Source: an optimization exercise on an open RTL-to-GDS flow (aim: small area, a short achievable clock period and few clock cycles). Production flows keep margins and buffers that such runs may drop.
Where RTL was checked, it was by simulation tests only, not by an equivalence proof against the original.
The RTL of run 3 was laid out without a check of its function.
No activity file was given, so power comes from the tool's default toggle rates.

==> flow/design.v <==
`default_nettype none
package aluPkg;
    localparam int DataWidth = 32;
    localparam int OpWidth   = 5;
    typedef union packed {
        struct packed {
            logic [5:0] opcode;
            logic [4:0] rs;
            logic [4:0] rt;
            logic [4:0] rd;
            logic [4:0] shamt;
            logic [5:0] func;
        } rType;
        struct packed {
            logic [5:0]  opcode;
            logic [4:0]  rs;
            logic [4:0]  rt;
            logic [15:0] imm;
        } iType;
    } instrWord;
    localparam logic [5:0] OpcRType = 6'b000000;
    localparam logic [5:0] OpcAddi  = 6'b001000;
    localparam logic [5:0] OpcAddiu = 6'b001001;
    localparam logic [5:0] OpcSlti  = 6'b001010;
    localparam logic [5:0] OpcSltiu = 6'b001011;
    localparam logic [5:0] OpcOri   = 6'b001101;
    localparam logic [5:0] OpcXori  = 6'b001110;
    localparam logic [5:0] OpcBeq   = 6'b000100;
    localparam logic [5:0] OpcBne   = 6'b000101;
    localparam logic [5:0] FnSll  = 6'b000000;
    localparam logic [5:0] FnSrl  = 6'b000010;
    localparam logic [5:0] FnSra  = 6'b000011;
    localparam logic [5:0] FnSllv = 6'b000100;
    localparam logic [5:0] FnSrlv = 6'b000110;
    localparam logic [5:0] FnSrav = 6'b000111;
    localparam logic [5:0] FnAdd  = 6'b100000;
    localparam logic [5:0] FnAddu = 6'b100001;
    localparam logic [5:0] FnSub  = 6'b100010;
    localparam logic [5:0] FnSubu = 6'b100011;
    localparam logic [5:0] FnAnd  = 6'b100100;
    localparam logic [5:0] FnOr   = 6'b100101;
    localparam logic [5:0] FnXor  = 6'b100110;
    localparam logic [5:0] FnNor  = 6'b100111;
    localparam logic [5:0] FnSlt  = 6'b101010;
    localparam logic [5:0] FnSltu = 6'b101011;
    localparam logic [OpWidth-1:0] AluAdd    = 5'd0;
    localparam logic [OpWidth-1:0] AluAddOvf = 5'd1;
    localparam logic [OpWidth-1:0] AluSub    = 5'd2;
    localparam logic [OpWidth-1:0] AluSubOvf = 5'd3;
    localparam logic [OpWidth-1:0] AluAnd    = 5'd4;
    localparam logic [OpWidth-1:0] AluOr     = 5'd5;
    localparam logic [OpWidth-1:0] AluXor    = 5'd6;
    localparam logic [OpWidth-1:0] AluNor    = 5'd7;
    localparam logic [OpWidth-1:0] AluSlt    = 5'd8;
    localparam logic [OpWidth-1:0] AluSltu   = 5'd9;
    localparam logic [OpWidth-1:0] AluSll    = 5'd10;
    localparam logic [OpWidth-1:0] AluSrl    = 5'd11;
    localparam logic [OpWidth-1:0] AluSra    = 5'd12;
    localparam logic [OpWidth-1:0] AluBeq    = 5'd13;
    localparam logic [OpWidth-1:0] AluBne    = 5'd14;
    localparam logic [OpWidth-1:0] AluNop    = 5'd15;
    localparam int FlagZero = 2;
    localparam int FlagNeg  = 1;
    localparam int FlagOvf  = 0;
endpackage
`default_nettype wire
`timescale 1ns/1ps
`default_nettype none
module cmdFifo #(
    parameter int Width = 36,
    parameter int Depth = 3
) (
    input  wire logic             clk,
    input  wire logic             rstN,
    input  wire logic             newValid,
    input  wire logic [Width-1:0] newData,
    input  wire logic             credAvail,
    output logic                  present,
    output logic                  outValid,
    output logic      [Width-1:0] head
);
    localparam int CntW = $clog2(Depth + 1);
    logic [Width-1:0] mem [Depth];
    logic [Depth-1:0] wrSel;             
    logic [Depth-1:0] rdSel;
    logic [CntW-1:0]  count;
    logic             headFull;          
    logic             bufNE;
    logic             pending;
    logic             takeBuf;
    logic             push;
    logic [Width-1:0] bufHead;
    assign bufNE   = (count != '0);
    assign pending = headFull || bufNE || newValid;
    assign present = pending && credAvail;
    assign takeBuf = !headFull && bufNE;
    assign push    = newValid && (headFull || bufNE);
    always_comb begin
        bufHead = '0;
        for (int i = 0; i < Depth; i++) begin
            bufHead = bufHead | (rdSel[i] ? mem[i] : '0);
        end
    end
    always_ff @(posedge clk or negedge rstN) begin
        if (!rstN) begin
            outValid <= 1'b0;
            headFull <= 1'b0;
            count    <= '0;
            wrSel    <= Depth'(1);
            rdSel    <= Depth'(1);
        end else begin
            outValid <= present;
            headFull <= pending && !present;
            if (push && !takeBuf) begin
                count <= count + 1'b1;
            end else if (takeBuf && !push) begin
                count <= count - 1'b1;
            end
            if (push) begin
                wrSel <= {wrSel[Depth-2:0], wrSel[Depth-1]};
            end
            if (takeBuf) begin
                rdSel <= {rdSel[Depth-2:0], rdSel[Depth-1]};
            end
        end
    end
    always_ff @(posedge clk) begin
        if (!headFull) begin
            head <= bufNE ? bufHead : newData;
        end
        for (int i = 0; i < Depth; i++) begin
            if (push && wrSel[i]) begin
                mem[i] <= newData;
            end
        end
    end
endmodule
`default_nettype wire
`timescale 1ns/1ps
`default_nettype none
module creditIssue #(
    parameter int OutCredits = 2
) (
    input  wire logic clk,
    input  wire logic rstN,
    input  wire logic present,
    input  wire logic outCredit,
    output logic      credAvail
);
    localparam int CntW = $clog2(OutCredits + 1);
    logic [CntW-1:0] count;
    assign credAvail = (count != '0) || outCredit;
    always_ff @(posedge clk or negedge rstN) begin
        if (!rstN) begin
            count <= CntW'(OutCredits);
        end else begin
            case ({present, outCredit})
                2'b10:   count <= count - 1'b1;
                2'b01:   count <= count + 1'b1;
                default: count <= count;
            endcase
        end
    end
endmodule
`default_nettype wire
`timescale 1ns/1ps
`default_nettype none
import aluPkg::*;
module aluDecode (
    input  wire logic [31:0] instrBits,
    output logic             selSum,    
    output logic             sub,       
    output logic             useImm,    
    output logic             zeroExt,   
    output logic      [3:0]  logicTT,   
    output logic             isBr,      
    output logic             isBne,
    output logic             selShift,
    output logic             shLeft,
    output logic             shArith,
    output logic             shConst,   
    output logic             ovfEn,
    output logic             sltEn,
    output logic             sltuEn,
    output logic             illegal
);
    aluPkg::instrWord instr;
    logic [5:0]       opc;
    logic [5:0]       fn;
    logic             isR;
    logic [4:0]       rsField;
    logic [4:0]       rtField;
    logic             usesRt;
    logic             badReg;
    logic             badCode;
    logic             isLogic;
    logic [1:0]       logicOp;
    assign instr   = instrBits;
    assign opc     = instr.rType.opcode;
    assign fn      = instr.rType.func;
    assign rsField = instr.rType.rs;
    assign rtField = instr.rType.rt;
    always_comb begin
        if (opc == OpcRType) begin
            case (fn)
                FnAdd, FnAddu, FnSub, FnSubu, FnAnd, FnOr, FnXor, FnNor, FnSlt, FnSltu,
                FnSll, FnSrl, FnSra, FnSllv, FnSrlv, FnSrav: badCode = 1'b0;
                default: badCode = 1'b1;
            endcase
        end else begin
            case (opc)
                OpcAddi, OpcAddiu, OpcSlti, OpcSltiu, OpcOri, OpcXori, OpcBeq, OpcBne:
                    badCode = 1'b0;
                default: badCode = 1'b1;
            endcase
        end
    end
    assign usesRt  = (opc == OpcRType) || (opc == OpcBeq) || (opc == OpcBne);
    assign badReg  = (rsField > 5'd1) || (usesRt && (rtField > 5'd1));
    assign illegal = badReg || badCode;
    assign isR      = !opc[3] && !opc[2];
    assign useImm   = !isR;                                
    assign zeroExt  = opc[3] && opc[2];
    assign selSum   = isR ? (fn[5] && !fn[2]) : (opc[3] && !opc[2]);
    assign sub      = isR ? (fn[5] && !fn[2] && fn[1]) : (opc[3] && !opc[2] && opc[1]);
    assign isLogic  = isR ? (fn[5] && fn[2]) : (opc[3] && opc[2]);
    assign logicOp  = isR ? fn[1:0] : opc[1:0];            
    always_comb begin
        logicTT = 4'b0000;
        if (isLogic) begin
            case (logicOp)
                2'b00: logicTT = 4'b1000;
                2'b01: logicTT = 4'b1110;
                2'b10: logicTT = 4'b0110;
                2'b11: logicTT = 4'b0001;
            endcase
        end
    end
    assign isBr     = !opc[3] && opc[2];
    assign isBne    = opc[0];
    assign selShift = isR && !fn[5];
    assign shLeft   = !fn[1];
    assign shArith  = fn[0];
    assign shConst  = isR && !fn[5] && !fn[2];
    assign ovfEn    = isR ? (fn[5] && !fn[3] && !fn[2] && !fn[0]) : (opc[3] && !opc[2] && !opc[1] && !opc[0]);
    assign sltEn    = isR ? (fn[5] && fn[3] && !fn[0]) : (opc[3] && !opc[2] && opc[1] && !opc[0]);
    assign sltuEn   = isR ? (fn[5] && fn[3] && fn[0]) : (opc[3] && !opc[2] && opc[1] && opc[0]);
endmodule
`default_nettype wire
`timescale 1ns/1ps
`default_nettype none
import aluPkg::*;
module aluExecute (
    input  wire logic [DataWidth-1:0] x,
    input  wire logic [DataWidth-1:0] b,        
    input  wire logic                 same,     
    input  wire logic                 selSum,
    input  wire logic                 sub,
    input  wire logic [3:0]           logicTT,
    input  wire logic                 isBr,
    input  wire logic                 isBne,
    input  wire logic                 selShift,
    input  wire logic                 shLeft,
    input  wire logic                 shArith,
    output logic      [15:0]          lo,       
    output logic      [15:0]          xHi,      
    output logic      [15:0]          bHi,      
    output logic                      carry,    
    output logic                      zero      
);
    logic [DataWidth-1:0] opB;
    logic [16:0]          sumLo;
    logic [DataWidth-1:0] bitw;
    logic [DataWidth-1:0] src;
    logic [DataWidth-1:0] shr;
    logic [DataWidth-1:0] brRes;
    logic [DataWidth-1:0] other;
    assign opB    = b ^ {DataWidth{sub}};
    assign sumLo  = {1'b0, x[15:0]} + {1'b0, opB[15:0]} + {16'b0, sub};
    always_comb begin
        for (int i = 0; i < DataWidth; i++) begin
            bitw[i] = logicTT[{x[i], b[i]}];
        end
    end
    always_comb begin
        for (int i = 0; i < DataWidth; i++) begin
            src[i] = shLeft ? b[DataWidth-1-i] : b[i];
        end
    end
    assign shr   = DataWidth'($signed({shArith & b[DataWidth-1], src}) >>> x[4:0]);
    assign brRes = (same ^ isBne) ? {b[DataWidth-3:0], 2'b00} : DataWidth'(4);
    assign other = (selShift ? shr : '0) | bitw | (isBr ? brRes : '0);
    assign lo    = selSum ? sumLo[15:0] : other[15:0];
    assign xHi   = selSum ? x[31:16] : other[31:16];
    assign bHi   = opB[31:16];
    assign carry = sumLo[16];
    assign zero  = isBr && same;
endmodule
module aluFinish (
    input  wire logic        selSum,
    input  wire logic        revOut,
    input  wire logic        ovfEn,
    input  wire logic        sltEn,
    input  wire logic        sltuEn,
    input  wire logic        zeroFlag,
    input  wire logic        illegal,
    input  wire logic [15:0] lo,
    input  wire logic [15:0] xHi,
    input  wire logic [15:0] bHi,
    input  wire logic        carry,
    output logic      [35:0] res
);
    logic [16:0] sumHi;
    logic        ovf;
    logic [31:0] word;
    logic [31:0] wordRev;
    logic [31:0] resNext;
    logic [2:0]  flagsNext;
    assign sumHi = {1'b0, xHi} + {1'b0, bHi} + {16'b0, carry};
    assign ovf   = (xHi[15] == bHi[15]) && (sumHi[15] != xHi[15]);
    assign word = {xHi, lo};
    always_comb begin
        for (int i = 0; i < 32; i++) begin
            wordRev[i] = word[31-i];
        end
    end
    assign resNext = selSum ? {sumHi[15:0], lo} : (revOut ? wordRev : word);
    assign flagsNext[FlagZero] = zeroFlag;
    assign flagsNext[FlagNeg]  = (sltEn && (sumHi[15] ^ ovf)) || (sltuEn && !sumHi[16]);
    assign flagsNext[FlagOvf]  = ovfEn && ovf;
    assign res = {illegal, illegal ? 35'b0 : {flagsNext, resNext}};
endmodule
`default_nettype wire
`timescale 1ns/1ps
`default_nettype none
import aluPkg::*;
module aluTop #(
    parameter int OutCredits = 2
) (
    input  wire logic                 clk,
    input  wire logic                 rstN,
    input  wire logic                 inValid,
    input  wire logic [31:0]          instr,
    input  wire logic [DataWidth-1:0] regA,
    input  wire logic [DataWidth-1:0] regB,
    output logic                      inCredit,
    output logic                      outValid,
    output logic      [DataWidth-1:0] result,
    output logic      [2:0]           flags,
    output logic                      illegal,
    input  wire logic                 outCredit
);
    logic dSelSum, dSub, dUseImm, dZeroExt, dIsBr, dIsBne, dSelShift;
    logic dShLeft, dShArith, dShConst, dOvfEn, dSltEn, dSltuEn, dIll;
    logic [3:0] dTT;
    logic                 v1;
    logic [DataWidth-1:0] x1, b1;
    logic [DataWidth-1:0] rtVal;
    logic [DataWidth-1:0] immExt;
    logic                 same1;
    logic [DataWidth-1:0] rsVal;
    logic s1SelSum, s1Sub, s1IsBr, s1IsBne, s1SelShift;
    logic s1ShLeft, s1ShArith, s1OvfEn, s1SltEn, s1SltuEn, s1Ill;
    logic [3:0] s1TT;
    logic [15:0] eLo, eXHi, eBHi;
    logic        eCarry, eZero;
    logic        v2;
    logic [15:0] lo2, xHi2, bHi2;
    logic        carry2, zero2, selSum2, revOut2, ovfEn2, sltEn2, sltuEn2, ill2;
    logic [35:0] exRes;
    logic [35:0] head;
    logic        present;
    logic        credAvail;
    aluDecode uDecode (
        .instrBits(instr),
        .selSum(dSelSum), .sub(dSub), .useImm(dUseImm), .zeroExt(dZeroExt),
        .logicTT(dTT), .isBr(dIsBr), .isBne(dIsBne), .selShift(dSelShift),
        .shLeft(dShLeft), .shArith(dShArith), .shConst(dShConst), .ovfEn(dOvfEn),
        .sltEn(dSltEn), .sltuEn(dSltuEn), .illegal(dIll)
    );
    always_ff @(posedge clk or negedge rstN) begin
        if (!rstN) begin
            v1 <= 1'b0;
            v2 <= 1'b0;
        end else begin
            v1 <= inValid;
            v2 <= v1;
        end
    end
    assign rsVal  = instr[21] ? regB : regA;
    assign rtVal  = instr[16] ? regB : regA;
    assign immExt = {{(DataWidth-16){instr[15] & !dZeroExt}}, instr[15:0]};
    always_ff @(posedge clk) begin
        x1         <= {rsVal[DataWidth-1:5], dShConst ? instr[10:6] : rsVal[4:0]};
        same1      <= (instr[21] == instr[16]) || (regA == regB);
        b1         <= dUseImm ? immExt : rtVal;
        s1SelSum   <= dSelSum;
        s1Sub      <= dSub;
        s1TT       <= dTT;
        s1IsBr     <= dIsBr;
        s1IsBne    <= dIsBne;
        s1SelShift <= dSelShift;
        s1ShLeft   <= dShLeft;
        s1ShArith  <= dShArith;
        s1OvfEn    <= dOvfEn;
        s1SltEn    <= dSltEn;
        s1SltuEn   <= dSltuEn;
        s1Ill      <= dIll;
    end
    aluExecute uExecute (
        .x(x1), .b(b1), .same(same1),
        .selSum(s1SelSum), .sub(s1Sub),
        .logicTT(s1TT), .isBr(s1IsBr), .isBne(s1IsBne), .selShift(s1SelShift),
        .shLeft(s1ShLeft), .shArith(s1ShArith),
        .lo(eLo), .xHi(eXHi), .bHi(eBHi), .carry(eCarry), .zero(eZero)
    );
    always_ff @(posedge clk) begin
        lo2     <= eLo;
        xHi2    <= eXHi;
        bHi2    <= eBHi;
        carry2  <= eCarry;
        zero2   <= eZero;
        selSum2 <= s1SelSum;
        revOut2 <= s1SelShift && s1ShLeft;
        ovfEn2  <= s1OvfEn;
        sltEn2  <= s1SltEn;
        sltuEn2 <= s1SltuEn;
        ill2    <= s1Ill;
    end
    aluFinish uFinish (
        .selSum(selSum2), .revOut(revOut2), .ovfEn(ovfEn2), .sltEn(sltEn2),
        .sltuEn(sltuEn2), .zeroFlag(zero2), .illegal(ill2),
        .lo(lo2), .xHi(xHi2), .bHi(bHi2), .carry(carry2), .res(exRes)
    );
    cmdFifo #(.Width(36), .Depth(3)) uQueue (
        .clk, .rstN,
        .newValid(v2), .newData(exRes), .credAvail,
        .present, .outValid, .head
    );
    creditIssue #(.OutCredits(OutCredits)) uCredit (
        .clk, .rstN, .present, .outCredit, .credAvail
    );
    assign inCredit = outValid;      
    assign {illegal, flags, result} = head;
endmodule
`default_nettype wire
==> flow/flow/run.sh <==
#!/bin/bash
set -euo pipefail
bash standard.sh BUFFER_PORTS_ARGS="-buffer_cell sky130_fd_sc_hd__buf_2" finish > flow_make.log 2>&1
==> flow/standard.sh <==
#!/bin/bash
# synth_recipe.tcl (not shown) runs the flow's synth.tcl, then flattens the netlist and writes it again
# the make line also repeats each setting of config.mk as NAME=value (left out here)
make -C /OpenROAD-flow-scripts/flow DESIGN_CONFIG=/design/flow/config.mk WORK_HOME=/design/flow/orfs CLKGATE_MAP_FILE= SYNTH_SCRIPT=/design/flow/synth_recipe.tcl "${@:-finish}"
==> flow/config.mk <==
export PLATFORM = sky130hd
export DESIGN_NAME = aluTop
export DESIGN_NICKNAME = aluTop
export VERILOG_FILES = /design/flow/design.v
export SDC_FILE = /design/flow/constraint.sdc
export NUM_CORES = 4
export LEC_CHECK = 0
export CAP_MARGIN = 20
export CORE_MARGIN = 2
export CORE_UTILIZATION = 60
export CTS_BUF_LIST = sky130_fd_sc_hd__clkbuf_2 sky130_fd_sc_hd__clkbuf_4 sky130_fd_sc_hd__clkbuf_8
export PLACE_DENSITY = 0.8
export SETUP_SLACK_MARGIN = 5
export SLEW_MARGIN = 20
export SYNTH_HIERARCHICAL = 1
==> flow/constraint.sdc <==
create_clock -name core_clock -period 8.5 [get_ports {clk}]
set_input_delay 1.7000 -clock core_clock [delete_from_list [all_inputs] [get_ports {clk}]]
set_output_delay 1.7000 -clock core_clock [all_outputs]
set_load 0.01 [all_outputs]
==> metrics.md, run 1 <==
| Metric | Value |
|---|---|
| Final Skew | `29.0 ps` |
| Clock share of power | `29.4%` |
| Tot GR Track Use | `30.7%` |
| Crit path max-delay family | `simple AND/OR/NAND/NOR gates` |
| Maxcap violations | `0` |
| Layout Nets | `1,669` |
| Std cell rows | `60` |
| Peak VDD IR | `0.0962 mV` |
| Area contributors post-synth | `edfxtp_1 26%, dfxtp_1 17%, mux4_2 9.1%, mux2_2 4.7%, mux2i_1 4.4%` |
| Synth Flop Type | `edfxtp_1` |
| Pleak | `0.00730 uW` |
| Die Wd | `169 um` |
| Post-CTS setup buffer count | `0` |
| Setup_tns | `0 ps` |
| Post-synth EDFFs | `144` |
| Slowest cell delay on critical path | `690 ps` |
| Pwr/cell area | `228 nW/um^2` |
| RR Endpoint | `uQueue.head[28]$_DFFE_PN_` |
| Buf+Inv Stages, Crit Path | `0` |
| Critical path cell sequence | `fa_1 -> fa_1 -> a21oi_1 -> o211ai_1 -> nand3_1 -> nand2_1 -> mux2i_1 -> nor4_1 -> nor3_1 -> a21oi_1` |
| Reg power frac | `43.9%` |
| Hold Crit Endpoint | `sltuEn2$_DFF_P_` |
| Worst r2r src | `xHi2[0]$_DFF_P_` |
| TritonCTS Buffers | `45` |
| Yosys Warn Count | `13` |
| Clock root buffer | `clkbuf_8` |
| Slew of the pin with the lowest slew margin | `1010 ps` |
| Final hold violation count | `0` |
| Total Power | `4100 uW` |
| Startpoint type of the worst setup path | `register` |
| RSZ-0062 raised after global routing | `false` |
| Worst Reg-to-Reg Cells | `10` |
| Largest net degree at the start of global routing | `52` |
| Post-CTS sizing | `0` |
| Arrival @ worst endpoint | `3710 ps` |
| H-tree depth | `2` |
| Fill cells | `2,055` |
| Hold_sp | `s1SltuEn$_DFF_P_` |
| Syn nets | `1,585` |
| Area growth from synthesis to final layout | `9.88%` |
| Worst-skew pair later-pin latency | `580 ps` |
| Worst hold slack | `325 ps` |
| Starting Density | `60.9%` |
| Syn Area/Cell | `11.3 sq um` |
| GRT overflow | `0` |
| Worst setup EP type | `register` |
| Synth Cell Area | `16,400 sq um` |
| Switching share of power | `31.9%` |
| Fmax | `303 MHz` |
| DRT iter0 DRCs | `1,464` |
| Setup Crit Path Kind | `reg2reg` |
| Wire length per cell | `23.2 um` |
| Slowest CP cell | `nor4_1` |
| Worst Setup Slack post-DPL | `5000 ps` |
| Comb power frac | `26.7%` |
| Initial antenna violation count | `0` |
| Ant diodes | `0` |
| Core Region | `26,900 sq um` |
| Largest buffer count on any clock path | `3` |
| Status | `finished clean` |
| Fraction of layout cells with a size suffix above 1 | `26.0%` |
| Clock transition at path regs | `60 ps` |
| FFs w/ async S/R, synth | `4.76%` |
| Cell Int Power | `2790 uW` |
| Hold-fix buffers, CTS | `0` |
| Final WL | `44.3 mm` |
| Via density | `6.60` |
| Worst Hold Depth | `0` |
| Slew Limit Headroom | `32.6%` |
| P_sw | `1310 uW` |
| CTS tree | `yes` |
| Final HPWL DP | `31.1 mm` |
| Syn Inst Count | `1,448` |
| Yosys cell types | `87` |
| Area share of the leading cell type in the synthesized netlist | `26.4%` |
| RePlAce Congestion | `1.04` |
| DRC Markers | `0` |
| Slew Limit Fails | `0` |
| Leading area contributor after synthesis | `edfxtp_1` |
| Detail Route Antenna Nets | `0` |
| Finish-stage setup viols | `0` |
| CP Max Fanout | `4` |
| Die Y-Extent | `169 um` |
| Fin crit share | `38.8%` |
| First-pass DRT Iterations | `6` |
| Sequential cell area fraction in the yosys report | `45.2%` |
| Worst endpoint required time | `8910 ps` |
| Die Footprint | `28,600 sq um` |
| Setup WS post-layout | `5200 ps` |
| Hold crit path type | `reg2reg` |
| Clk sinks | `294` |
| Via Count | `12,612` |
| Final min period | `3300 ps` |
| I/O Buffers | `137` |
| R2R setup slack | `5200 ps` |
| Number of global-route vias before repair | `12,360` |
| Yosys reg bits | `294` |
| Io pins | `138` |
| First-pass GRT wire length | `68.4 mm` |
[logic make-up after synthesis]
kind of cell,Yosys count,synth area share (%)
flops,294,45.2
buf+inv,153,4.55
simple gates,287,8.75
xor+xnor,93,4.97
mux,209,18.5
fa+ha+maj,37,2.96
compound gates,375,15.1
[cell usage in the layout, fill, tap and decap left out, types with 34 or more instances in the layout]
master,instances
ha_1,34
buf_2,137
nor2_1,35
nor3_1,52
dfxtp_1,133
o21ai_0,60
mux2_2,69
mux2i_1,72
a21oi_1,117
mux4_2,66
nand2_1,104
edfxtp_1,144
xor2_1,80
clkbuf_8,51
a211oi_1,38
a222oi_1,36
[layout make-up]
type                       count  area (sq um)  area share (%)
clock inverter                16           123           0.681
timing repair buffer         161           866            4.81
clock buffer                  68           830            4.61
tap                          341           427            2.37
inverter                      29           109           0.605
sequential                   294          7410            41.2
multi-input combinational   1001          8240            45.8
[modules after synthesis, one instance, submodules excluded, excerpt]
| module | area [sq um] | flops+latches | copies in the design |
|---|---|---|---|
| aluTop | 4220 | 138 | 1 |
| aluDecode | 300 | 0 | 1 |
| aluFinish | 1480 | 0 | 1 |
| aluExecute | 4600 | 0 | 1 |
[metrics by stage]
step                      area [sq um]  util [%]  instances
final                            18000      67.0       1910
after global routing             18000      67.0       1910
after CTS                        18000      66.9       1910
after detailed placement         17000      63.4       1826
after global placement           17000      63.4       1826
after floorplan                  16400         -       1448
[per-layer routing]
metal / global-route usage, % / routed length (um)
met1: 39.6 / 16900
met2: 50.3 / 21000
met3: 6.30 / 4350
met4: 13.9 / 2120
met5: 0 / 0
[how the worst max path moves through the flow]
stage	endpoint	depth (start not counted)	slack, ps	start
after floorplan	lo2[12]$_DFF_P_	11	5580	s1Sub$_DFF_P_
after global placement	x1[2]$_DFF_P_	6	5120	instr[28]
after detailed placement	x1[4]$_DFF_P_	6	5000	instr[28]
after CTS	lo2[14]$_DFF_P_	9	5200	x1[0]$_DFF_P_
after global routing	uQueue.head[28]$_DFFE_PN_	10	5040	xHi2[0]$_DFF_P_
final	uQueue.head[28]$_DFFE_PN_	10	5200	xHi2[0]$_DFF_P_
[flip-flops by register name (all words and copies together) (netlist names), 2 cells and up]
register       cells
x1                32
uQueue.wrSel       3
uQueue.head       36
b1                32
bHi2              16
uQueue.mem       108
xHi2              16
uCredit.count      2
s1TT               4
lo2               16
uQueue.count       2
uQueue.rdSel       3
[synth_stat cells, drive strengths merged, types with 4 or more instances]
library cell,n
a2bb2oi,12
a21oi,119
nor3,52
a22oi,5
dfrtp,11
or2,4
a21o,9
mux2,70
nand3,15
mux2i,72
nand2,105
a31oi,7
o21ai,88
and2,9
inv,28
o21bai,4
edfxtp,144
o21a,4
or3,5
nor2b,15
xor2,80
a222oi,36
dfxtp,136
xnor2,13
nor4,18
o211ai,14
and3,7
nand2b,7
clkbuf,67
a31o,4
a211oi,39
ha,34
buf,57
mux4,67
nor2,36
[power by group through the flow]
stage	clock (uW)	combinational (uW)	sequential, uW
final	1210	1090	1800
after global routing	1290	1190	1810
after CTS	1230	1080	1800
after detailed placement	0	1070	1830
after global placement	0	1050	1820
after floorplan	0	779	1800
[worst register-to-register path, delay by kind of cell (launching register included)]
| kind | cells | cell delay, ps |
|---|---|---|
| AOI/OAI and AO/OA | 3 | 680 |
| adders and majority gates | 2 | 910 |
| DFF | 1 | 350 |
| muxes | 1 | 130 |
| and+or+nand+nor | 4 | 1080 |
Testbench counts, summed over its fixed seeds: cycles 4,024.
==> run 2, diff against run 1 <==
==> flow/flow/run.sh (replaced) <==
#!/bin/bash
set -euo pipefail
bash standard.sh BUFFER_PORTS_ARGS="-buffer_cell sky130_fd_sc_hd__buf_2" SETUP_SLACK_MARGIN=5.65 finish > flow_make.log 2>&1
==> flow/config.mk (replaced) <==
export PLATFORM = sky130hd
export DESIGN_NAME = aluTop
export DESIGN_NICKNAME = aluTop
export VERILOG_FILES = /design/flow/design.v
export SDC_FILE = /design/flow/constraint.sdc
export NUM_CORES = 4
export LEC_CHECK = 0
export ABC_AREA = 1
export CAP_MARGIN = 20
export CORE_MARGIN = 2
export CORE_UTILIZATION = 60
export CTS_BUF_LIST = sky130_fd_sc_hd__clkbuf_2 sky130_fd_sc_hd__clkbuf_4 sky130_fd_sc_hd__clkbuf_8
export PLACE_DENSITY = 0.8
export SLEW_MARGIN = 20
==> metrics.md, run 2 <==
| Metric | Value |
|---|---|
| Clock root buffer | `clkbuf_8 (unchanged)` |
| CP Max Fanout | `1 (was 4)` |
| Peak VDD IR | `0.147 mV (was 0.0962 mV)` |
| Post-synth EDFFs | `144 (unchanged)` |
| Final Skew | `16.5 ps (was 29.0 ps)` |
| CTS tree | `yes (unchanged)` |
| Setup_tns | `0 ps (unchanged)` |
| Slew Limit Headroom | `27.7% (was 32.6%)` |
| Hold_sp | `s1Ill$_DFF_P_ (was s1SltuEn$_DFF_P_)` |
| Slowest cell delay on critical path | `390 ps (was 690 ps)` |
| Worst-skew pair later-pin latency | `580 ps (about the same)` |
| Top flop regs | `uQueue.mem x108, uQueue.head x36 (unchanged)` |
| Setup Crit Path Kind | `reg2out (was reg2reg)` |
| RePlAce Congestion | `1.06 (was 1.04)` |
| Worst endpoint required time | `6800 ps (was 8910 ps)` |
| Die Footprint | `29,300 sq um (was 28,600 sq um)` |
| GRT overflow | `0 (unchanged)` |
| Fill cells | `2,422 (was 2,055)` |
| Largest buffer count on any clock path | `3 (unchanged)` |
| Syn Area/Cell | `7.76 sq um (was 11.3 sq um)` |
| Pleak | `0.00834 uW (was 0.00730 uW)` |
| Final HPWL DP | `36.8 mm (was 31.1 mm)` |
| Buf+Inv Stages, Crit Path | `1 (was 0)` |
| Layout Nets | `2,355 (was 1,669)` |
| Synth Cell Area | `16,700 sq um (was 16,400 sq um)` |
| Critical path startpoint | `uQueue.head[5]$_DFFE_PN_ (was xHi2[0]$_DFF_P_)` |
| Area growth from synthesis to final layout | `9.86% (was 9.88%)` |
| Slowest CP cell | `edfxtp_1 (was nor4_1)` |
| FFs w/ async S/R, synth | `4.78% (was 4.76%)` |
| Area contributors post-synth | `edfxtp_1 26%, dfxtp_1 16%, nand2_1 12%, nand3_1 9.5%, o21ai_0 5.0% (was edfxtp_1 26%, dfxtp_1 17%, mux4_2 9.1%, mux2_2 4.7%, mux2i_1 4.4%)` |
| Maxcap violations | `0 (unchanged)` |
| Largest Register | `uQueue.mem (unchanged)` |
| Yosys reg bits | `293 (was 294)` |
| Total Power | `4290 uW (was 4100 uW)` |
| Wire length per cell | `19.7 um (was 23.2 um)` |
| DRC Markers | `0 (unchanged)` |
| Status | `finished clean (unchanged)` |
| Largest net degree at the start of global routing | `48 (was 52)` |
| Final min period | `2810 ps (was 3300 ps)` |
| Core Region | `27,600 sq um (was 26,900 sq um)` |
| Std cell rows | `61 (was 60)` |
| Fraction of layout cells with a size suffix above 1 | `13.2% (was 26.0%)` |
| Via density | `5.98 (was 6.60)` |
| First-pass GRT wire length | `79.4 mm (was 68.4 mm)` |
| Top cells by count, synth | `525 x nand2_1, 318 x nand3_1, 166 x o21ai_0, 164 x a21oi_1, 144 x edfxtp_1 (was 144 x edfxtp_1, 136 x dfxtp_1, 117 x a21oi_1, 104 x nand2_1, 80 x xor2_1)` |
| Final hold violation count | `0 (unchanged)` |
| Startpoint type of the worst setup path | `register (unchanged)` |
| TritonCTS Buffers | `45 (unchanged)` |
| Clk sinks | `293 (was 294)` |
| Area share of the leading cell type in the synthesized netlist | `25.8% (was 26.4%)` |
| Multi-input gate area | `8200 sq um (was 8240 sq um)` |
| Slew of the pin with the lowest slew margin | `1080 ps (was 1010 ps)` |
| Largest register FFs | `108 (unchanged)` |
| Syn nets | `2,293 (was 1,585)` |
| Slew Limit Fails | `0 (unchanged)` |
| H-tree depth | `2 (unchanged)` |
| Finish-stage setup viols | `0 (unchanged)` |
| Leading area contributor after synthesis | `edfxtp_1 (unchanged)` |
| Fmax | `356 MHz (was 303 MHz)` |
| RSZ-0062 raised after global routing | `false (unchanged)` |
| Worst r2r src | `x1[0]$_DFF_P_ (was xHi2[0]$_DFF_P_)` |
| Yosys cell types | `57 (was 87)` |
| DRT iter0 DRCs | `1,896 (was 1,464)` |
| Tot GR Track Use | `35.3% (was 30.7%)` |
| Number of global-route vias before repair | `14,528 (was 12,360)` |
| Pwr/cell area | `233 nW/um^2 (was 228 nW/um^2)` |
| Arrival @ worst endpoint | `1110 ps (was 3710 ps)` |
| Initial antenna violation count | `1 (was 0)` |
| Reg area | `7380 sq um (was 7410 sq um)` |
| Clock transition at path regs | `60 ps (about the same)` |
| I/O Buffers | `137 (unchanged)` |
| Crit path max-delay family | `flip-flops (was simple AND/OR/NAND/NOR gates)` |
| Detail Route Antenna Nets | `0 (unchanged)` |
| Fin crit share | `33.1% (was 38.8%)` |
| Syn Inst Count | `2,157 (was 1,448)` |
| Most frequent cell after synthesis | `nand2_1 (was edfxtp_1)` |
| Die Wd | `171 um (was 169 um)` |
| Io pins | `138 (unchanged)` |
| Synth Flop Type | `edfxtp_1 (unchanged)` |
| Die Y-Extent | `171 um (was 169 um)` |
| Critical path cell sequence | `buf_2 (was fa_1 -> fa_1 -> a21oi_1 -> o211ai_1 -> nand3_1 -> nand2_1 -> mux2i_1 -> nor4_1 -> nor3_1 -> a21oi_1)` |
| Commonest non-fill, non-tap cells in the layout | `525 x nand2_1, 317 x nand3_1, 166 x o21ai_0 (was 144 x edfxtp_1, 137 x buf_2, 133 x dfxtp_1)` |
| Sequential cell area fraction in the yosys report | `44.1% (was 45.2%)` |
| Yosys Warn Count | `7 (was 13)` |
| Starting Density | `60.6% (was 60.9%)` |
| First-pass DRT Iterations | `6 (unchanged)` |
| Final WL | `51.9 mm (was 44.3 mm)` |
| Via Count | `15,757 (was 12,612)` |
| Hold crit path type | `reg2reg (unchanged)` |
| Worst setup EP type | `primary output (was register)` |
| Most common cell after layout, fill and taps aside | `nand2_1 (was edfxtp_1)` |
run 2: cell count changes after synthesis, sizes merged, moves of 36 or more:
cell,before,now
xor2,80,42
mux4,67,0
a222oi,36,0
nand2,105,528
o21ai,88,167
mux2i,72,0
nand3,15,322
a21oi,119,167
mux2,70,19
nor2,36,134
inv,28,128
run 2: worst paths after layout:
path                                                    end  slack [ps]  cells after the start
worst max-delay path                              result[5]        5690                      1
worst min-delay path                           ill2$_DFF_P_         330                      0
worst max register to register              lo2[14]$_DFF_P_        5760                     13
worst min register to register                 ill2$_DFF_P_         330                      0
max in group asynchronous       uQueue.wrSel[0]$_DFFE_PN1P_        7200                      1
min in group asynchronous       uQueue.rdSel[2]$_DFFE_PN0P_        1010                      1
run 2: where the power goes:
group / internal, uW / switching, uW / leakage [uW]
sequential: 1670 / 172 / 0.00294
combinational: 413 / 824 / 0.00489
clock: 669 / 541 / 0.000506
total: 2750 / 1540 / 0.00834
run 2: what timing repair did:
item	CTS	global route
resized for setup	2	3
gates cloned	2	0
buffers inserted	2	0
hold buffers	0	0
setup endpoints to repair	26	2
pin swaps	1	0
run 2: cell type report:
cell class / count / area share, %
sequential: 293 / 40.1
clock inverter: 12 / 0.578
tap: 378 / 2.57
inverter: 132 / 2.77
clock buffer: 69 / 4.58
multi-input combinational: 1585 / 44.6
timing repair inverter: 1 / 0.0272
antenna: 2 / 0.0272
timing repair buffer: 161 / 4.73
run 2: worst register-to-register path: cells and delay by family (launching register included):
| family | cells | cell delay, ps |
|---|---|---|
| AOI/OAI and AO/OA | 4 | 800 |
| and+or+nand+nor | 7 | 790 |
| adders and majority gates | 1 | 430 |
| DFF | 1 | 310 |
| buffers and inverters | 1 | 270 |
run 2: logic make-up after synthesis:
group	Yosys count	share of synthesized area, %
muxes	19	1.28
xor gates and xnor gates	72	3.77
AOI/OAI and AO/OA	430	14.6
and+or+nand+nor	1027	26.2
DFF	293	44.1
buffers and inverters	280	7.22
adders and majority gates	36	2.82
run 2: per-stage QoR:
step	utilization (%)	area, sq um	hold WS, ps	setup slack, ps	instances
global placement	63.0	17400	321	4790	2546
detailed placement	63.0	17400	322	4700	2546
floorplan	-	16800	310	5310	2157
global route	66.6	18400	355	5650	2631
CTS	66.5	18400	336	5660	2631
finish	66.6	18400	334	5690	2633
run 2: metal layers:
| layer | vias up | global-route usage, % | part of all wire, % |
|---|---|---|---|
| li1 | 7495 | - | - |
| met1 | 7198 | 45.3 | 40 |
| met2 | 874 | 57.4 | 46 |
| met3 | 190 | 5.04 | 8.5 |
| met4 | 0 | 20.0 | 5.9 |
| met5 | - | 0 | 0 |
==> run 3, diff against run 2 <==
--- a/flow/design.v
+++ b/flow/design.v
@@ -218,12 +218,14 @@
     assign usesRt  = (opc == OpcRType) || (opc == OpcBeq) || (opc == OpcBne);
     assign badReg  = (rsField > 5'd1) || (usesRt && (rtField > 5'd1));
     assign illegal = badReg || badCode;
+    logic legal;
+    assign legal    = !illegal;
     assign isR      = !opc[3] && !opc[2];
     assign useImm   = !isR;                                
     assign zeroExt  = opc[3] && opc[2];
-    assign selSum   = isR ? (fn[5] && !fn[2]) : (opc[3] && !opc[2]);
+    assign selSum   = legal && (isR ? (fn[5] && !fn[2]) : (opc[3] && !opc[2]));
     assign sub      = isR ? (fn[5] && !fn[2] && fn[1]) : (opc[3] && !opc[2] && opc[1]);
-    assign isLogic  = isR ? (fn[5] && fn[2]) : (opc[3] && opc[2]);
+    assign isLogic  = legal && (isR ? (fn[5] && fn[2]) : (opc[3] && opc[2]));
     assign logicOp  = isR ? fn[1:0] : opc[1:0];            
     always_comb begin
         logicTT = 4'b0000;
@@ -236,15 +238,15 @@
             endcase
         end
     end
-    assign isBr     = !opc[3] && opc[2];
+    assign isBr     = legal && !opc[3] && opc[2];
     assign isBne    = opc[0];
-    assign selShift = isR && !fn[5];
-    assign shLeft   = !fn[1];
+    assign selShift = legal && isR && !fn[5];
+    assign shLeft   = isR && !fn[5] && !fn[1];              
     assign shArith  = fn[0];
     assign shConst  = isR && !fn[5] && !fn[2];
-    assign ovfEn    = isR ? (fn[5] && !fn[3] && !fn[2] && !fn[0]) : (opc[3] && !opc[2] && !opc[1] && !opc[0]);
-    assign sltEn    = isR ? (fn[5] && fn[3] && !fn[0]) : (opc[3] && !opc[2] && opc[1] && !opc[0]);
-    assign sltuEn   = isR ? (fn[5] && fn[3] && fn[0]) : (opc[3] && !opc[2] && opc[1] && opc[0]);
+    assign ovfEn    = legal && (isR ? (fn[5] && !fn[3] && !fn[2] && !fn[0]) : (opc[3] && !opc[2] && !opc[1] && !opc[0]));
+    assign sltEn    = legal && (isR ? (fn[5] && fn[3] && !fn[0]) : (opc[3] && !opc[2] && opc[1] && !opc[0]));
+    assign sltuEn   = legal && (isR ? (fn[5] && fn[3] && fn[0]) : (opc[3] && !opc[2] && opc[1] && opc[0]));
 endmodule
 `default_nettype wire
 `timescale 1ns/1ps
@@ -282,11 +284,7 @@
             bitw[i] = logicTT[{x[i], b[i]}];
         end
     end
-    always_comb begin
-        for (int i = 0; i < DataWidth; i++) begin
-            src[i] = shLeft ? b[DataWidth-1-i] : b[i];
-        end
-    end
+    assign src   = b;
     assign shr   = DataWidth'($signed({shArith & b[DataWidth-1], src}) >>> x[4:0]);
     assign brRes = (same ^ isBne) ? {b[DataWidth-3:0], 2'b00} : DataWidth'(4);
     assign other = (selShift ? shr : '0) | bitw | (isBr ? brRes : '0);
@@ -328,7 +326,7 @@
     assign flagsNext[FlagZero] = zeroFlag;
     assign flagsNext[FlagNeg]  = (sltEn && (sumHi[15] ^ ovf)) || (sltuEn && !sumHi[16]);
     assign flagsNext[FlagOvf]  = ovfEn && ovf;
-    assign res = {illegal, illegal ? 35'b0 : {flagsNext, resNext}};
+    assign res = {illegal, flagsNext, resNext};
 endmodule
 `default_nettype wire
 `timescale 1ns/1ps
@@ -357,6 +355,7 @@
     logic [DataWidth-1:0] x1, b1;
     logic [DataWidth-1:0] rtVal;
     logic [DataWidth-1:0] immExt;
+    logic [DataWidth-1:0] rtRev;
     logic                 same1;
     logic [DataWidth-1:0] rsVal;
     logic s1SelSum, s1Sub, s1IsBr, s1IsBne, s1SelShift;
@@ -390,10 +389,15 @@
     assign rsVal  = instr[21] ? regB : regA;
     assign rtVal  = instr[16] ? regB : regA;
     assign immExt = {{(DataWidth-16){instr[15] & !dZeroExt}}, instr[15:0]};
+    always_comb begin
+        for (int i = 0; i < DataWidth; i++) begin
+            rtRev[i] = rtVal[DataWidth-1-i];
+        end
+    end
     always_ff @(posedge clk) begin
         x1         <= {rsVal[DataWidth-1:5], dShConst ? instr[10:6] : rsVal[4:0]};
         same1      <= (instr[21] == instr[16]) || (regA == regB);
-        b1         <= dUseImm ? immExt : rtVal;
+        b1         <= dUseImm ? immExt : (dShLeft ? rtRev : rtVal);
         s1SelSum   <= dSelSum;
         s1Sub      <= dSub;
         s1TT       <= dTT;
==> flow/flow/run.sh (replaced) <==
#!/bin/bash
set -euo pipefail
bash standard.sh BUFFER_PORTS_ARGS="-buffer_cell sky130_fd_sc_hd__buf_2" finish > flow_make.log 2>&1
--- a/flow/config.mk
+++ b/flow/config.mk
@@ -9,6 +9,9 @@
 export CAP_MARGIN = 20
 export CORE_MARGIN = 2
 export CORE_UTILIZATION = 60
-export CTS_BUF_LIST = sky130_fd_sc_hd__clkbuf_2 sky130_fd_sc_hd__clkbuf_4 sky130_fd_sc_hd__clkbuf_8
+export CTS_BUF_LIST = sky130_fd_sc_hd__clkbuf_4 sky130_fd_sc_hd__clkbuf_8
+export CTS_CLUSTER_DIAMETER = 60
+export CTS_CLUSTER_SIZE = 14
 export PLACE_DENSITY = 0.8
+export SETUP_SLACK_MARGIN = 5
 export SLEW_MARGIN = 20
==> metrics.md, run 3 <==
| Metric | Value |
|---|---|
| Status | `finished clean (unchanged)` |
| Setup_tns | `0 ps (unchanged)` |
| CP Max Fanout | `27 (was 1)` |
| Post-synth EDFFs | `144 (unchanged)` |
| Yosys Warn Count | `7 (unchanged)` |
| Top cells by count, synth | `577 x nand2_1, 244 x nand3_1, 197 x inv_1, 161 x o21ai_0, 157 x a21oi_1 (was 525 x nand2_1, 318 x nand3_1, 166 x o21ai_0, 164 x a21oi_1, 144 x edfxtp_1)` |
| Area growth from synthesis to final layout | `7.64% (was 9.86%)` |
| Slew of the pin with the lowest slew margin | `1060 ps (was 1080 ps)` |
| RSZ-0062 raised after global routing | `false (unchanged)` |
| Via Count | `15,662 (was 15,757)` |
| Detail Route Antenna Nets | `0 (unchanged)` |
| Slew Limit Headroom | `28.6% (was 27.7%)` |
| Dpl cell area | `17,300 sq um (was 17,400 sq um)` |
| Fin crit share | `38.4% (was 33.1%)` |
| Setup WS post-layout | `5240 ps (was 5690 ps)` |
| Clock root buffer | `clkbuf_8 (unchanged)` |
| Starting Density | `61.3% (was 60.6%)` |
| Largest Register | `uQueue.mem (unchanged)` |
| Final hold violation count | `0 (unchanged)` |
| TritonCTS Buffers | `26 (was 45)` |
| Leading area contributor after synthesis | `edfxtp_1 (unchanged)` |
| Synth Flop Type | `edfxtp_1 (unchanged)` |
| Most common cell after layout, fill and taps aside | `nand2_1 (unchanged)` |
| Area contributors post-synth | `edfxtp_1 26%, dfxtp_1 16%, nand2_1 13%, nand3_1 7.4%, o21ai_0 4.9% (was edfxtp_1 26%, dfxtp_1 16%, nand2_1 12%, nand3_1 9.5%, o21ai_0 5.0%)` |
| Worst Setup Slack post-DPL | `4700 ps (about the same)` |
| Maxcap violations | `0 (unchanged)` |
| Die Wd | `170 um (was 171 um)` |
| RePlAce Congestion | `1.02 (was 1.06)` |
| DRC Markers | `0 (unchanged)` |
| Final WL | `49.7 mm (was 51.9 mm)` |
| Clock transition at path regs | `90 ps (was 60 ps)` |
| Synth Cell Area | `16,600 sq um (was 16,700 sq um)` |
| Die Footprint | `29,000 sq um (was 29,300 sq um)` |
| I/O Buffers | `137 (unchanged)` |
| Worst hold slack | `330 ps (was 334 ps)` |
| Sequential cell area fraction in the yosys report | `44.5% (was 44.1%)` |
| Yosys cell types | `53 (was 57)` |
| Std cell rows | `60 (was 61)` |
| Largest buffer count on any clock path | `3 (unchanged)` |
| Final Skew | `29.0 ps (was 16.5 ps)` |
| H-tree depth | `1 (was 2)` |
| Top flop regs | `uQueue.mem x108, uQueue.head x36 (unchanged)` |
| CTS tree | `yes (unchanged)` |
| Post-Route Utilization | `66.0% (was 66.6%)` |
| Setup Crit Path Kind | `in2reg (was reg2out)` |
| Core Region | `27,000 sq um (was 27,600 sq um)` |
| Wire length per cell | `19.3 um (was 19.7 um)` |
| Ant diodes | `0 (was 2)` |
| Io pins | `138 (unchanged)` |
| Pwr/cell area | `217 nW/um^2 (was 233 nW/um^2)` |
| Worst-skew pair later-pin latency | `600 ps (was 580 ps)` |
| Arrival @ worst endpoint | `3790 ps (was 1110 ps)` |
| Critical path cell sequence | `buf_2 -> nor2_4 -> inv_2 -> nor2_4 -> inv_2 -> nor2_4 -> inv_2 -> o21ai_0 -> a21oi_1 -> a21oi_1 (was buf_2)` |
| R2R setup slack | `5490 ps (was 5760 ps)` |
| Slew Limit Fails | `0 (unchanged)` |
| FFs w/ async S/R, synth | `4.78% (unchanged)` |
| Fmax | `306 MHz (was 356 MHz)` |
| Slowest CP cell | `nor2_4 (was edfxtp_1)` |
| Worst endpoint required time | `9030 ps (was 6800 ps)` |
| First-pass DRT Iterations | `8 (was 6)` |
| Area share of the leading cell type in the synthesized netlist | `26.1% (was 25.8%)` |
| Startpoint type of the worst setup path | `primary input (was register)` |
| Largest net degree at the start of global routing | `66 (was 48)` |
| Final HPWL DP | `36.4 mm (was 36.8 mm)` |
| Yosys reg bits | `293 (unchanged)` |
| Pleak | `0.00808 uW (was 0.00834 uW)` |
| Slowest cell delay on critical path | `430 ps (was 390 ps)` |
| Worst Reg-to-Reg Cells | `8 (was 13)` |
| Tot GR Track Use | `33.4% (was 35.3%)` |
| DRT iter0 DRCs | `1,812 (was 1,896)` |
| Hold Crit Endpoint | `sltuEn2$_DFF_P_ (was ill2$_DFF_P_)` |
| Syn Area/Cell | `7.65 sq um (was 7.76 sq um)` |
| Multi-input gate area | `7860 sq um (was 8200 sq um)` |
| Worst Hold Depth | `0 (unchanged)` |
| Worst setup EP type | `register (was primary output)` |
| Hold-fix buffers, CTS | `0 (unchanged)` |
| Number of global-route vias before repair | `14,167 (was 14,528)` |
| Fill cells | `2,328 (was 2,422)` |
| First-pass GRT wire length | `75.6 mm (was 79.4 mm)` |
| RR Endpoint | `lo2[1]$_DFF_P_ (was lo2[14]$_DFF_P_)` |
| Syn Inst Count | `2,165 (was 2,157)` |
| Commonest non-fill, non-tap cells in the layout | `577 x nand2_1, 244 x nand3_1, 197 x inv_1 (was 525 x nand2_1, 317 x nand3_1, 166 x o21ai_0)` |
| Post-CTS sizing | `0 (was 2)` |
| Hold crit path type | `reg2reg (unchanged)` |
| Fraction of layout cells with a size suffix above 1 | `10.4% (was 13.2%)` |
| GRT overflow | `0 (unchanged)` |
| Final min period | `3260 ps (was 2810 ps)` |
| Most frequent cell after synthesis | `nand2_1 (unchanged)` |
| Finish-stage setup viols | `0 (unchanged)` |
| Worst r2r src | `x1[2]$_DFF_P_ (was x1[0]$_DFF_P_)` |
| Design area | `17,800 sq um (was 18,400 sq um)` |
| Peak VDD IR | `0.242 mV (was 0.147 mV)` |
| Die Y-Extent | `170 um (was 171 um)` |
| Reg area | `7380 sq um (about the same)` |
| Hold_sp | `s1SltuEn$_DFF_P_ (was s1Ill$_DFF_P_)` |
| Layout Nets | `2,350 (was 2,355)` |
| Via density | `6.09 (was 5.98)` |
| Syn nets | `2,301 (was 2,293)` |
| Post-CTS setup buffer count | `0 (was 2)` |
| Initial antenna violation count | `0 (was 1)` |
| Clk sinks | `293 (unchanged)` |
| Largest register FFs | `108 (unchanged)` |
-- run 3: changes by cell type after synthesis, moves of 15 or more --
cell	change
o221ai_1	+21
a221oi_1	-20
nand3_1	-74
nand2_1	+52
nor2_1	-37
a31oi_1	+16
buf_2	-15
clkbuf_1	+16
inv_1	+76
a22oi_1	+24
-- run 3: kinds of logic (layout without fill, tap and decap cells) --
kind of cell,count (synthesis),in the layout,synth area share (%)
mux,6,6,0.400
flops,293,293,44.5
simple gates,956,956,24.2
xor+xnor,68,68,3.59
compound gates,462,462,16.2
fa+ha+maj,36,36,2.85
buf+inv,344,410,8.17
-- run 3: how the worst max path moves through the flow --
stage,from,to,slack [ps],depth (start not counted)
floorplan,uQueue.headFull$_DFF_PN0_,uQueue.mem[0][0]$_DFFE_PP_,5310,4
finish,instr[29],b1[8]$_DFF_P_,5240,10
global placement,instr[29],b1[8]$_DFF_P_,4760,10
detailed placement,instr[29],b1[8]$_DFF_P_,4700,10
global route,instr[29],b1[8]$_DFF_P_,5060,10
CTS,instr[29],b1[8]$_DFF_P_,5290,10
-- run 3: metrics by stage --
step	power, uW	cells
after floorplan	2650	2165
after global placement	3030	2524
after detailed placement	3060	2526
after CTS	3860	2571
after global routing	4080	2572
final	3880	2572
-- run 3: report_power, final --
| part | leakage, uW | switching, uW | internal (uW) |
|---|---|---|---|
| clock network | 0.000268 | 466 | 357 |
| logic | 0.00501 | 798 | 410 |
| registers | 0.00281 | 150 | 1700 |
| total | 0.00808 | 1410 | 2460 |
-- run 3: cell type report --
type	instances	share of cell area, %
Inverter	207	4.36
Clock inverter	5	0.232
Timing Repair Buffer	158	4.94
Tap cell	341	2.39
Clock buffer	40	2.63
Sequential cell	293	41.4
Multi-Input combinational cell	1528	44.1
-- run 3: worst max-delay path, delay by kind of cell --
family / cells / cell delay [ps]
AND/OR/NAND/NOR: 3 / 880
AO/OA/AOI/OAI: 3 / 450
buffers and inverters: 4 / 750
-- run 3: metal layers --
metal | vias up | track usage, % | share of wire [%]
met1 | 7198 | 42.4 | 39
met2 | 876 | 56.8 | 47
met4 | 0 | 15.4 | 5.5
met5 | - | 0 | 0
li1 | 7410 | - | -
met3 | 178 | 4.74 | 9.1
==> run 4, diff against run 3 <==
--- a/flow/design.v
+++ b/flow/design.v
@@ -288,8 +288,8 @@
     assign shr   = DataWidth'($signed({shArith & b[DataWidth-1], src}) >>> x[4:0]);
     assign brRes = (same ^ isBne) ? {b[DataWidth-3:0], 2'b00} : DataWidth'(4);
     assign other = (selShift ? shr : '0) | bitw | (isBr ? brRes : '0);
-    assign lo    = selSum ? sumLo[15:0] : other[15:0];
-    assign xHi   = selSum ? x[31:16] : other[31:16];
+    assign lo    = (selSum ? sumLo[15:0] : 16'b0) | other[15:0];
+    assign xHi   = (selSum ? x[31:16] : 16'b0) | other[31:16];
     assign bHi   = opB[31:16];
     assign carry = sumLo[16];
     assign zero  = isBr && same;
@@ -322,7 +322,7 @@
             wordRev[i] = word[31-i];
         end
     end
-    assign resNext = selSum ? {sumHi[15:0], lo} : (revOut ? wordRev : word);
+    assign resNext = revOut ? wordRev : {(selSum ? sumHi[15:0] : xHi), lo};
     assign flagsNext[FlagZero] = zeroFlag;
     assign flagsNext[FlagNeg]  = (sltEn && (sumHi[15] ^ ovf)) || (sltuEn && !sumHi[16]);
     assign flagsNext[FlagOvf]  = ovfEn && ovf;
==> flow/flow/run.sh (replaced) <==
#!/bin/bash
set -euo pipefail
bash standard.sh BUFFER_PORTS_ARGS="-buffer_cell sky130_fd_sc_hd__buf_2" SETUP_SLACK_MARGIN=5.65 finish > flow_make.log 2>&1
--- a/flow/config.mk
+++ b/flow/config.mk
@@ -13,5 +13,4 @@
 export CTS_CLUSTER_DIAMETER = 60
 export CTS_CLUSTER_SIZE = 14
 export PLACE_DENSITY = 0.8
-export SETUP_SLACK_MARGIN = 5
 export SLEW_MARGIN = 20
==> metrics.md, run 4 <==
| Metric | Value |
|---|---|
| First-pass DRT Iterations | `6 (was 8)` |
| Synth Area in Compound Gates | `16.4% (was 16.2%)` |
| Fraction of layout cells with a size suffix above 1 | `11.2% (was 10.4%)` |
| Yosys Warn Count | `7 (unchanged)` |
| Hold crit path type | `reg2reg (unchanged)` |
| Maxcap violations | `0 (unchanged)` |
| Syn nets | `2,264 (was 2,301)` |
| Starting Density | `60.9% (was 61.3%)` |
| Worst Setup Slack post-DPL | `4870 ps (was 4700 ps)` |
| Gr busiest metal | `met2 (unchanged)` |
| Area growth from synthesis to final layout | `8.66% (was 7.64%)` |
| Hold-fix buffers, CTS | `0 (unchanged)` |
| Status | `finished clean (unchanged)` |
| RSZ-0062 raised after global routing | `true (was false)` |
| Setup WS post-layout | `5640 ps (was 5240 ps)` |
| Initial antenna violation count | `0 (unchanged)` |
| Syn Area/Cell | `7.69 sq um (was 7.65 sq um)` |
| Tot GR Track Use | `33.7% (was 33.4%)` |
| Die Wd | `169 um (was 170 um)` |
| Worst r2r src | `x1[1]$_DFF_P_ (was x1[2]$_DFF_P_)` |
| Arrival @ worst endpoint | `1160 ps (was 3790 ps)` |
| CP Max Fanout | `1 (was 27)` |
| Largest buffer count on any clock path | `3 (unchanged)` |
| Post-synthesis xor/xnor area fraction | `3.69% (was 3.59%)` |
| Top flop regs | `uQueue.mem x108, uQueue.head x36 (unchanged)` |
| DRT iter0 DRCs | `1,439 (was 1,812)` |
| Slowest CP cell | `edfxtp_1 (was nor2_4)` |
| Slew Limit Headroom | `32.0% (was 28.6%)` |
| I/O Buffers | `137 (unchanged)` |
| Largest net degree at the start of global routing | `66 (unchanged)` |
| Startpoint type of the worst setup path | `register (was primary input)` |
| Largest family of logic cells by synthesized area | `simple AND/OR/NAND/NOR gates (unchanged)` |
| Die Y-Extent | `169 um (was 170 um)` |
| Post-synthesis mux area share | `0.191% (was 0.400%)` |
| Number of global-route vias before repair | `13,964 (was 14,167)` |
| Worst setup EP type | `primary output (was register)` |
| H-tree depth | `1 (unchanged)` |
| Largest register FFs | `108 (unchanged)` |
| Most frequent cell after synthesis | `nand2_1 (unchanged)` |
| Most common cell after layout, fill and taps aside | `nand2_1 (unchanged)` |
| Core Region | `26,900 sq um (was 27,000 sq um)` |
| Final hold violation count | `0 (unchanged)` |
| Clock transition at path regs | `90 ps (about the same)` |
| Detail Route Antenna Nets | `0 (unchanged)` |
| Fin crit share | `33.6% (was 38.4%)` |
| Worst-skew pair later-pin latency | `600 ps (about the same)` |
| Crit path to | `result[6] (was b1[8]$_DFF_P_)` |
| Design area | `17,800 sq um (about the same)` |
| M2 GR Usage | `54.2% (was 56.8%)` |
| DRC Markers | `0 (unchanged)` |
| First-pass GRT wire length | `75.5 mm (was 75.6 mm)` |
| Largest Register | `uQueue.mem (unchanged)` |
| Pleak | `0.00804 uW (was 0.00808 uW)` |
| Die Footprint | `28,600 sq um (was 29,000 sq um)` |
| RePlAce Congestion | `1.02 (about the same)` |
| Adder-cell area share of the yosys netlist | `2.89% (was 2.85%)` |
| Post-synth EDFFs | `144 (unchanged)` |
| Synth Cell Area | `16,400 sq um (was 16,600 sq um)` |
| Commonest non-fill, non-tap cells in the layout | `605 x nand2_1, 197 x nand3_1, 193 x o21ai_0 (was 577 x nand2_1, 244 x nand3_1, 197 x inv_1)` |
| Final WL | `48.3 mm (was 49.7 mm)` |
| GR Layer Usage met1 | `43.4% (was 42.4%)` |
| Final HPWL DP | `36.4 mm (about the same)` |
| Critical Path Stages | `1 (was 10)` |
| Slew of the pin with the lowest slew margin | `1020 ps (was 1060 ps)` |
| Sequential cell area fraction in the yosys report | `45.1% (was 44.5%)` |
| Io pins | `138 (unchanged)` |
| Fmax | `350 MHz (was 306 MHz)` |
| Critical path startpoint | `uQueue.head[6]$_DFFE_PN_ (was instr[29])` |
| Critical path cell sequence | `buf_2 (was buf_2 -> nor2_4 -> inv_2 -> nor2_4 -> inv_2 -> nor2_4 -> inv_2 -> o21ai_0 -> a21oi_1 -> a21oi_1)` |
| Wire length per cell | `18.8 um (was 19.3 um)` |
| Final min period | `2860 ps (was 3260 ps)` |
| Area share of the leading cell type in the synthesized netlist | `26.4% (was 26.1%)` |
| Slew Limit Fails | `0 (unchanged)` |
| Clock root buffer | `clkbuf_8 (unchanged)` |
| RR Endpoint | `lo2[8]$_DFF_P_ (was lo2[1]$_DFF_P_)` |
| R2R setup slack | `5770 ps (was 5490 ps)` |
| Syn Inst Count | `2,128 (was 2,165)` |
| Pwr/cell area | `220 nW/um^2 (was 217 nW/um^2)` |
| Yosys reg bits | `293 (unchanged)` |
| TritonCTS Buffers | `27 (was 26)` |
| Peak VDD IR | `0.159 mV (was 0.242 mV)` |
| Via density | `5.87 (was 6.09)` |
| Final Skew | `29.8 ps (was 29.0 ps)` |
| Ant diodes | `0 (unchanged)` |
| Setup_tns | `0 ps (unchanged)` |
| Synth Flop Type | `edfxtp_1 (unchanged)` |
| GR Util met3 | `4.20% (was 4.74%)` |
| Layout Nets | `2,338 (was 2,350)` |
| Fill cells | `2,338 (was 2,328)` |
| Slowest cell delay on critical path | `410 ps (was 430 ps)` |
| Crit path max-delay family | `flip-flops (was simple AND/OR/NAND/NOR gates)` |
| FFs w/ async S/R, synth | `4.78% (unchanged)` |
| Worst endpoint required time | `6800 ps (was 9030 ps)` |
| Top cells by count, synth | `605 x nand2_1, 197 x nand3_1, 194 x o21ai_0, 193 x inv_1, 149 x a21oi_1 (was 577 x nand2_1, 244 x nand3_1, 197 x inv_1, 161 x o21ai_0, 157 x a21oi_1)` |
| Finish-stage setup viols | `0 (unchanged)` |
| CTS tree | `yes (unchanged)` |
| Leading area contributor after synthesis | `edfxtp_1 (unchanged)` |
| Via Count | `15,050 (was 15,662)` |
| Buf+Inv Stages, Crit Path | `1 (was 4)` |
| Simple-gate share of the synthesized area | `23.8% (was 24.2%)` |
| Std cell rows | `60 (unchanged)` |
| Yosys cell types | `60 (was 53)` |
| Worst Reg-to-Reg Cells | `10 (was 8)` |
| Setup Crit Path Kind | `reg2out (was in2reg)` |
| GRT overflow | `0 (unchanged)` |
| Area contributors post-synth | `edfxtp_1 26%, dfxtp_1 17%, nand2_1 14%, nand3_1 6.0%, o21ai_0 5.9% (was edfxtp_1 26%, dfxtp_1 16%, nand2_1 13%, nand3_1 7.4%, o21ai_0 4.9%)` |
| Dpl cell area | `17,100 sq um (was 17,300 sq um)` |
| Clk sinks | `293 (unchanged)` |
==> run 4: final cells by class <==
cell class                 count  area (sq um)  area share, %
clock buffer                  42           497           2.79
clock inverter                 6           113          0.633
inverter                     202           764           4.30
multi-input combinational   1517          7720           43.4
sequential                   293          7380           41.5
tap                          341           427           2.40
timing repair buffer         160           872           4.90
timing repair inverter         1          5.00         0.0281
==> run 4: power by group <==
group | internal [uW] | switching [uW] | leakage [uW]
sequential | 1690 | 141 | 0.00284
clock | 442 | 477 | 0.000321
combinational | 387 | 775 | 0.00488
total | 2520 | 1390 | 0.00804
==> run 4: layer usage <==
| metal | vias up | share of wire (%) | wire [um] |
|---|---|---|---|
| met4 | 0 | 6.9 | 3350 |
| met3 | 158 | 7.4 | 3580 |
| met1 | 6830 | 40 | 19500 |
| met2 | 770 | 45 | 21800 |
| li1 | 7292 | - | - |
| met5 | - | 0 | 0 |
==> run 4: kinds of logic after synthesis <==
kind of cell,after synthesis
adders and majority gates,36
and+or+nand+nor,925
muxes,3
DFF,293
buffers and inverters,319
AOI/OAI and AO/OA,483
xor gates and xnor gates,69
==> run 4: timing repair <==
item                       in CTS  in global routing
pin swaps                       1                  1
cloned                          2                  0
setup endpoints to repair      50                 53
setup buffers                   0                  3
gates resized for setup         1                  5
==> run 4: how the worst min path moves through the flow <==
stage                      endpoint        startpoint  cells after the start  slack (ps)
floorplan              ill2$_DFF_P_     s1Ill$_DFF_P_                      0         310
global placement    sltuEn2$_DFF_P_  s1SltuEn$_DFF_P_                      0         310
detailed placement   ovfEn2$_DFF_P_   s1OvfEn$_DFF_P_                      0         310
CTS                 sltuEn2$_DFF_P_  s1SltuEn$_DFF_P_                      0         340
global route           ill2$_DFF_P_     s1Ill$_DFF_P_                      0         340
finish                 ill2$_DFF_P_     s1Ill$_DFF_P_                      0         330
==> run 4: through the flow <==
step | cells | utilization [%] | total power (uW) | hold WS (ps)
global placement | 2509 | 63.7 | 2980 | 312
finish | 2562 | 66.2 | 3910 | 332
global route | 2562 | 66.2 | 4140 | 340
floorplan | 2128 | - | 2610 | 310
CTS | 2559 | 66.0 | 3920 | 336
detailed placement | 2509 | 63.7 | 3010 | 314
Testbench counts of run 4, summed over its fixed seeds: cycles 4,024.
==> run 5, diff against run 4 <==
--- a/flow/config.mk
+++ b/flow/config.mk
@@ -8,9 +8,9 @@
 export ABC_AREA = 1
 export CAP_MARGIN = 20
 export CORE_MARGIN = 2
-export CORE_UTILIZATION = 60
+export CORE_UTILIZATION = 70
 export CTS_BUF_LIST = sky130_fd_sc_hd__clkbuf_4 sky130_fd_sc_hd__clkbuf_8
 export CTS_CLUSTER_DIAMETER = 60
 export CTS_CLUSTER_SIZE = 14
-export PLACE_DENSITY = 0.8
+export PLACE_DENSITY = 0.85
 export SLEW_MARGIN = 20
==> metrics.md, run 5 <==
| Metric | Value |
|---|---|
| Status | `finished clean (unchanged)` |
| Critical path startpoint | `uQueue.head[1]$_DFFE_PN_ (was uQueue.head[6]$_DFFE_PN_)` |
| Slew Limit Headroom | `30.3% (was 32.0%)` |
| Crit path to | `result[1] (was result[6])` |
| Fraction of layout cells with a size suffix above 1 | `11.1% (was 11.2%)` |
| Synth Flop Type | `edfxtp_1 (unchanged)` |
| Clk sinks | `293 (unchanged)` |
| Leading area contributor after synthesis | `edfxtp_1 (unchanged)` |
| Io pins | `138 (unchanged)` |
| Largest buffer count on any clock path | `3 (unchanged)` |
| Worst Reg-to-Reg Cells | `11 (was 10)` |
| Detail Route Antenna Nets | `0 (unchanged)` |
| Yosys reg bits | `293 (unchanged)` |
| Number of global-route vias before repair | `14,253 (was 13,964)` |
| Sequential cell area fraction in the yosys report | `45.1% (unchanged)` |
| Fmax | `353 MHz (was 350 MHz)` |
| Clock transition at path regs | `90 ps (about the same)` |
| Hold crit path type | `reg2reg (unchanged)` |
| Worst hold slack | `338 ps (was 332 ps)` |
| Pwr/cell area | `217 nW/um^2 (was 220 nW/um^2)` |
| First-pass DRT Iterations | `8 (was 6)` |
| CP Max Fanout | `1 (unchanged)` |
| Slew of the pin with the lowest slew margin | `1040 ps (was 1020 ps)` |
| Pleak | `0.00801 uW (was 0.00804 uW)` |
| Core Region | `22,800 sq um (was 26,900 sq um)` |
| Hold-fix buffers, CTS | `0 (unchanged)` |
| Clock root buffer | `clkbuf_8 (unchanged)` |
| RePlAce Congestion | `1.10 (was 1.02)` |
| Die Footprint | `24,600 sq um (was 28,600 sq um)` |
| Final HPWL DP | `35.8 mm (was 36.4 mm)` |
| Slew Limit Fails | `0 (unchanged)` |
| Clock share of power | `21.4% (was 23.5%)` |
| Syn Area/Cell | `7.69 sq um (unchanged)` |
| Setup WS post-layout | `5670 ps (was 5640 ps)` |
| Reg power frac | `48.3% (was 46.8%)` |
| CTS tree | `yes (unchanged)` |
| Worst r2r src | `bHi2[0]$_DFF_P_ (was x1[1]$_DFF_P_)` |
| Most common cell after layout, fill and taps aside | `nand2_1 (unchanged)` |
| Final Skew | `33.2 ps (was 29.8 ps)` |
| Final WL | `49.4 mm (was 48.3 mm)` |
| Slowest CP cell | `edfxtp_1 (unchanged)` |
| Std cell rows | `55 (was 60)` |
| Peak VDD IR | `0.248 mV (was 0.159 mV)` |
| Total Power | `3840 uW (was 3910 uW)` |
| Switching share of power | `36.5% (was 35.6%)` |
| Design area | `17,700 sq um (was 17,800 sq um)` |
| Largest net degree at the start of global routing | `66 (unchanged)` |
| TritonCTS Buffers | `26 (was 27)` |
| Starting Density | `71.9% (was 60.9%)` |
run 5: power groups by stage:
stage | Combinational [uW] | Clock [uW] | Sequential, uW
global route | 1290 | 864 | 1870
CTS | 1140 | 820 | 1850
finish | 1160 | 822 | 1850
global placement | 1080 | 0 | 1870
floorplan | 771 | 0 | 1840
detailed placement | 1130 | 0 | 1880
run 5: cell type report:
class | instances | area (sq um) | share of cell area (%)
well taps | 313 | 392 | 2.21
flip-flops and latches | 293 | 7380 | 41.7
inverters | 202 | 769 | 4.35
clock inverters | 4 | 40.0 | 0.226
repair inverters | 1 | 5.00 | 0.0283
clock buffers | 40 | 469 | 2.65
multi-input cells | 1517 | 7730 | 43.7
repair buffers | 160 | 903 | 5.10
run 5: worst min-delay path by stage:
| stage | from | to | cells past startpoint |
|---|---|---|---|
| 3_5_place_dp | s1OvfEn$_DFF_P_ | ovfEn2$_DFF_P_ | 0 |
| 4_1_cts | s1SltEn$_DFF_P_ | sltEn2$_DFF_P_ | 0 |
| 6_report | s1SltuEn$_DFF_P_ | sltuEn2$_DFF_P_ | 0 |
| 5_1_grt | s1SltuEn$_DFF_P_ | sltuEn2$_DFF_P_ | 0 |
| 3_3_place_gp | s1SltuEn$_DFF_P_ | sltuEn2$_DFF_P_ | 0 |
| 2_1_floorplan | s1Ill$_DFF_P_ | ill2$_DFF_P_ | 0 |
run 5: kinds of logic after synthesis:
group / count (synthesis) / share of synthesized area [%]
AOI/OAI and AO/OA: 483 / 16.4
xor gates and xnor gates: 69 / 3.69
adders and majority gates: 36 / 2.89
buffers and inverters: 319 / 7.93
DFF: 293 / 45.1
muxes: 3 / 0.191
and+or+nand+nor: 925 / 23.8
run 5: metal layers:
metal  part of all wire, %  wire [um]  global-route usage [%]  vias up
li1                      -          -                       -     7300
met1                    37      18300                    50.8     7243
met2                    46      23000                    64.7     1008
met3                   9.9       4910                    5.31      208
met4                   6.4       3180                    20.8        0
met5                     0          0                       0        -
run 5: through the flow:
stage / util (%) / std cells
2_1_floorplan: - / 2128
3_3_place_gp: 74.9 / 2477
3_5_place_dp: 75.0 / 2478
4_1_cts: 77.3 / 2525
5_1_grt: 77.7 / 2530
6_report: 77.7 / 2530
run 5: repair_timing:
item,in CTS,in global routing
gates cloned,2,0
endpoints found under the setup margin,46,25
resized for setup,3,9
setup buffers,1,5
pin swaps,1,1

## port drivers added, routing unchanged
In the flow no input, the clock included, has a driving cell. The finished layouts below were timed again as built, in two steps.
Step 1 sets driving cells, clkbuf_16 on the clock port and buf_2 on the other inputs (assumed; they add their load-dependent delay and slew).
Step 2 also shifts input and output timing later by t, the mid clock arrival at the registers, as if the neighbouring blocks saw the same clock.
Slacks: ideal / step 1 / step 2; pairs: ideal / step 1.
run | shift t [ns] | slack for setup (ns)
run 1 | 0.613 | 5.198 / 5.198 / 4.956
run 2 | 0.622 | 5.689 / 5.637 / 5.277
run 3 | 0.623 | 5.237 / 5.254 / 4.631
run 4 | 0.634 | 5.641 / 5.593 / 5.243
run 5 | 0.626 | 5.669 / 5.617 / 5.196
After both steps every run listed still meets setup and hold.
